Background: an optimization exercise with open tools, aiming at small area, a short achievable clock period and few clock cycles per item. Do not read the settings as production practice.
RTL that was checked went through simulation tests only; none was proved equivalent to the original.

==> module instrDecode, before the edit <==
module instrDecode (
    input  logic                             clk,
    input  logic                             rstN,
    input  logic                             inValid,
    output logic                             inReady,
    input  logic [31:0]                      instr,
    input  logic [31:0]                      rsValue,
    input  logic [31:0]                      rtValue,
    output logic                             downValid,
    input  logic                             downReady,
    output logic [mipsPkg::aluOpWidth-1:0]   downAluOp,
    output logic                             downCarryIn,
    output logic                             downShiftLeft,
    output logic [31:0]                      downPropagate,
    output logic [31:0]                      downGenerate,
    output logic [4:0]                       downShiftAmtLo,
    output logic [4:0]                       downShiftAmtHi,
    output logic [4:0]                       downDest,
    output logic                             downBranchTaken,
    output logic                             downIllegal
);
    logic [5:0]  op;
    logic [5:0]  fn;
    logic [4:0]  rtF;
    logic        isR;
    logic        isRegimm;
    logic [mipsPkg::aluOpWidth-1:0] aluOp;
    logic        branch;
    logic        illegal;
    logic        isLui;
    logic        useImm;
    logic        sub;
    logic [31:0] imm;
    logic [31:0] operandA;
    logic [31:0] operandB;
    logic        shiftLeft;
    logic [31:0] rtOrdered;
    logic        passB;
    logic [4:0]  shiftAmt;
    logic [4:0]  dest;
    logic        rsZero;
    logic        rsNeg;
    logic        eq;
    logic        taken;
    assign op  = instr[31:26];
    assign fn  = instr[5:0];
    assign rtF = instr[20:16];
    assign isR      = (op == mipsPkg::opRtype);
    assign isRegimm = (op == mipsPkg::opRegimm);
    always_comb begin
        aluOp   = mipsPkg::aluZero;
        branch  = 1'b0;
        illegal = 1'b0;
        if (isR) begin
            case (fn)
                mipsPkg::functAdd, mipsPkg::functAddu: aluOp = mipsPkg::aluAdd;
                mipsPkg::functSub, mipsPkg::functSubu: aluOp = mipsPkg::aluSub;
                mipsPkg::functAnd:  aluOp = mipsPkg::aluAnd;
                mipsPkg::functOr:   aluOp = mipsPkg::aluOr;
                mipsPkg::functXor:  aluOp = mipsPkg::aluXor;
                mipsPkg::functNor:  aluOp = mipsPkg::aluNor;
                mipsPkg::functSlt:  aluOp = mipsPkg::aluSlt;
                mipsPkg::functSltu: aluOp = mipsPkg::aluSltu;
                mipsPkg::functSll, mipsPkg::functSllv: aluOp = mipsPkg::aluSll;
                mipsPkg::functSrl, mipsPkg::functSrlv: aluOp = mipsPkg::aluSrl;
                mipsPkg::functSra, mipsPkg::functSrav: aluOp = mipsPkg::aluSra;
                default:            illegal = 1'b1;
            endcase
        end else begin
            case (op)
                mipsPkg::opAddi, mipsPkg::opAddiu: aluOp = mipsPkg::aluAdd;
                mipsPkg::opSlti:  aluOp = mipsPkg::aluSlt;
                mipsPkg::opSltiu: aluOp = mipsPkg::aluSltu;
                mipsPkg::opAndi:  aluOp = mipsPkg::aluAnd;
                mipsPkg::opOri:   aluOp = mipsPkg::aluOr;
                mipsPkg::opXori:  aluOp = mipsPkg::aluXor;
                mipsPkg::opLui:   aluOp = mipsPkg::aluSrl;
                mipsPkg::opBeq, mipsPkg::opBne,
                mipsPkg::opBlez, mipsPkg::opBgtz: branch = 1'b1;
                mipsPkg::opRegimm: begin
                    if (rtF[4:1] == 4'd0) begin
                        branch = 1'b1;
                    end else begin
                        illegal = 1'b1;
                    end
                end
                default: illegal = 1'b1;
            endcase
        end
    end
    assign dest = (illegal || branch) ? 5'd0 : (isR ? instr[15:11] : rtF);
    assign isLui  = (op == mipsPkg::opLui);
    assign useImm = op[3];
    assign sub    = !op[2] && (op[3] ? op[1] : (fn[5] && fn[1] && !fn[2]));
    assign imm    = isLui ? {instr[15:0], 16'd0}
                          : {{16{instr[15] && !op[2]}}, instr[15:0]};
    assign shiftLeft = isR && (fn[5:3] == 3'b000) && (fn[1:0] == 2'b00);
    always_comb begin
        for (int i = 0; i < 32; i++) begin
            rtOrdered[i] = shiftLeft ? rtValue[31-i] : rtValue[i];
        end
    end
    assign operandB = (useImm ? imm : rtOrdered) ^ {32{sub}};
    assign passB    = (isR && !fn[5]) || isLui;
    assign operandA = rsValue & {32{!passB}};
    assign shiftAmt = isLui ? 5'd0 : (fn[2] ? rsValue[4:0] : instr[10:6]);
    assign rsZero = (rsValue == 32'd0);
    assign rsNeg  = rsValue[31];
    assign eq     = (rsValue == rtValue);
    always_comb begin
        taken = 1'b0;
        if (isRegimm) begin
            taken = rtF[0] ? !rsNeg : rsNeg;
        end else begin
            case (op[1:0])
                2'b00: taken = eq;
                2'b01: taken = !eq;
                2'b10: taken = rsNeg || rsZero;
                2'b11: taken = !rsNeg && !rsZero;
            endcase
        end
        taken = taken && branch;
    end
    assign inReady = !downValid || downReady;
    always_ff @(posedge clk or negedge rstN) begin
        if (!rstN) begin
            downValid <= 1'b0;
        end else if (inReady) begin
            downValid <= inValid;
        end
    end
    always_ff @(posedge clk) begin
        if (inValid && inReady) begin
            downAluOp       <= aluOp;
            downCarryIn     <= sub;
            downShiftLeft   <= shiftLeft;
            downPropagate   <= operandA ^ operandB;
            downGenerate    <= operandA & operandB;
            downShiftAmtLo  <= shiftAmt;
            downShiftAmtHi  <= shiftAmt & {5{passB}};
            downDest        <= dest;
            downBranchTaken <= taken;
            downIllegal     <= illegal;
        end
    end
endmodule
Settings: LEC_CHECK=0, CAP_MARGIN=20, CORE_MARGIN=2, CORE_UTILIZATION=40, CTS_BUF_LIST=sky130_fd_sc_hd__clkbuf_8, CTS_CLUSTER_DIAMETER=100, CTS_CLUSTER_SIZE=30, GPL_TIMING_DRIVEN=1, SETUP_SLACK_MARGIN=2.2, SLEW_MARGIN=20; clock period 5.0 ns.
standard.sh (not shown) runs the stock make flow with config.mk's settings and CLKGATE_MAP_FILE= SYNTH_SCRIPT=/design/flow/synth_recipe.tcl, a recipe that flattens the netlist after the stock synthesis.
==> flow/flow/run.sh <==
#!/bin/bash
# Layout flow: the standard ORFS flow with two changes.
#  - Synthesis is the standard one except for the ABC script that maps the
#    combinational logic (flow/abc.script, delay-targeted &nf mapping).
#    Registers are mapped before ABC runs, so they are the standard ones.
#  - Port buffers are buf_2 cells instead of the delay cell buffer_ports picks.
set -euo pipefail
here=$(pwd)
flowdir=$(cd "$(dirname "${BASH_SOURCE[0]}")" && pwd)

# synth.tcl with the ABC script swapped
sed "s#  log_cmd abc {\*}\$abc_args#  set abc_args [lreplace \$abc_args 0 1 -script $flowdir/abc.script]\n  log_cmd abc {*}\$abc_args#" \
    "$FLOW_HOME/scripts/synth.tcl" > "$here/synth_custom_abc.tcl"
grep -q "abc.script" "$here/synth_custom_abc.tcl"
sed "s#source \$::env(SCRIPTS_DIR)/synth.tcl#source $here/synth_custom_abc.tcl#" \
    "$here/synth_recipe.tcl" > "$here/synth_recipe_custom.tcl"
grep -q "synth_custom_abc.tcl" "$here/synth_recipe_custom.tcl"
sed "s#SYNTH_SCRIPT=[^ ]*synth_recipe.tcl#SYNTH_SCRIPT=$here/synth_recipe_custom.tcl#" \
    "$here/standard.sh" > "$here/standard_custom.sh"
grep -q "synth_recipe_custom.tcl" "$here/standard_custom.sh"

bash "$here/standard_custom.sh" \
    BUFFER_PORTS_ARGS="-buffer_cell sky130_fd_sc_hd__buf_2" finish > "$here/flow_make.log" 2>&1
==> flow/flow/abc.script <==

&get -n
&st
&dch
&nf -D 2000
&put
topo
buffer -p
upsize -D 2000
dnsize -D 2000
==> next run, changes <==
--- a/flow/design.v
+++ b/flow/design.v
@@ -141,19 +141,19 @@
     end
     assign dest = (illegal || branch) ? 5'd0 : (isR ? instr[15:11] : rtF);
     assign isLui  = (op == mipsPkg::opLui);
     assign useImm = op[3];
-    assign sub    = !op[2] && (op[3] ? op[1] : (fn[5] && fn[1] && !fn[2]));
+    assign sub    = op[3] ? (op[1] && !op[2]) : (fn[5] && fn[1] && !fn[2]);
     assign imm    = isLui ? {instr[15:0], 16'd0}
                           : {{16{instr[15] && !op[2]}}, instr[15:0]};
-    assign shiftLeft = isR && (fn[5:3] == 3'b000) && (fn[1:0] == 2'b00);
+    assign shiftLeft = (aluOp == mipsPkg::aluSll);
     always_comb begin
         for (int i = 0; i < 32; i++) begin
-            rtOrdered[i] = shiftLeft ? rtValue[31-i] : rtValue[i];
+            rtOrdered[i] = (!fn[5] && !fn[1]) ? rtValue[31-i] : rtValue[i];
         end
     end
     assign operandB = (useImm ? imm : rtOrdered) ^ {32{sub}};
-    assign passB    = (isR && !fn[5]) || isLui;
+    assign passB    = op[3] ? (op[2:0] == 3'b111) : !fn[5];
     assign operandA = rsValue & {32{!passB}};
     assign shiftAmt = isLui ? 5'd0 : (fn[2] ? rsValue[4:0] : instr[10:6]);
     assign rsZero = (rsValue == 32'd0);
     assign rsNeg  = rsValue[31];
Outcome:
- final area decreases by a few percent
- synthesized area decreases by a few percent
- core utilization increases by 0.23 points
- via count decreases by a few percent
- count of clock-buffer cells in the layout does not change
- cell count decreases slightly
- worst setup slack got worse by 0.10 ns
- maximum frequency decreases by a few percent
- clock skew decreases by 0.015 ns
- wire length decreases by a few percent
Testbench counts after the change, summed over its fixed seeds: cycles 24,016, items 24,000.
The RTL of the first run of this note was laid out without a check of its function.

==> static timing again, ports no longer ideal <==
The flow's constraints put no driver on any port. The routed layouts listed below were extracted and timed again, unchanged, in two steps. Step 1 assumes that a clkbuf_16 drives the clock port and a buf_2 every other input. Step 2 moves the port delays by t, midway between the first and last clock arrival at a register: inputs arrive t later, outputs are due t later. That takes back most of the time a late clock gives input paths. a / b / c = no drivers / after step 1 / after step 2; a / b = the first two.
run | t (ns) | slack for setup (ns) | hold slack, ns
the first run | 0.506 | 2.254 / 2.254 / 1.799 | 0.293 / 0.278 / 0.433
the second run | 0.502 | 2.152 / 2.152 / 1.803 | 0.297 / 0.275 / 0.427
After both steps setup and hold are still met in every run listed. For the first run, which loses most, drivers alone change the setup slack by 0.000 ns; drivers and shift together by -0.455 ns.
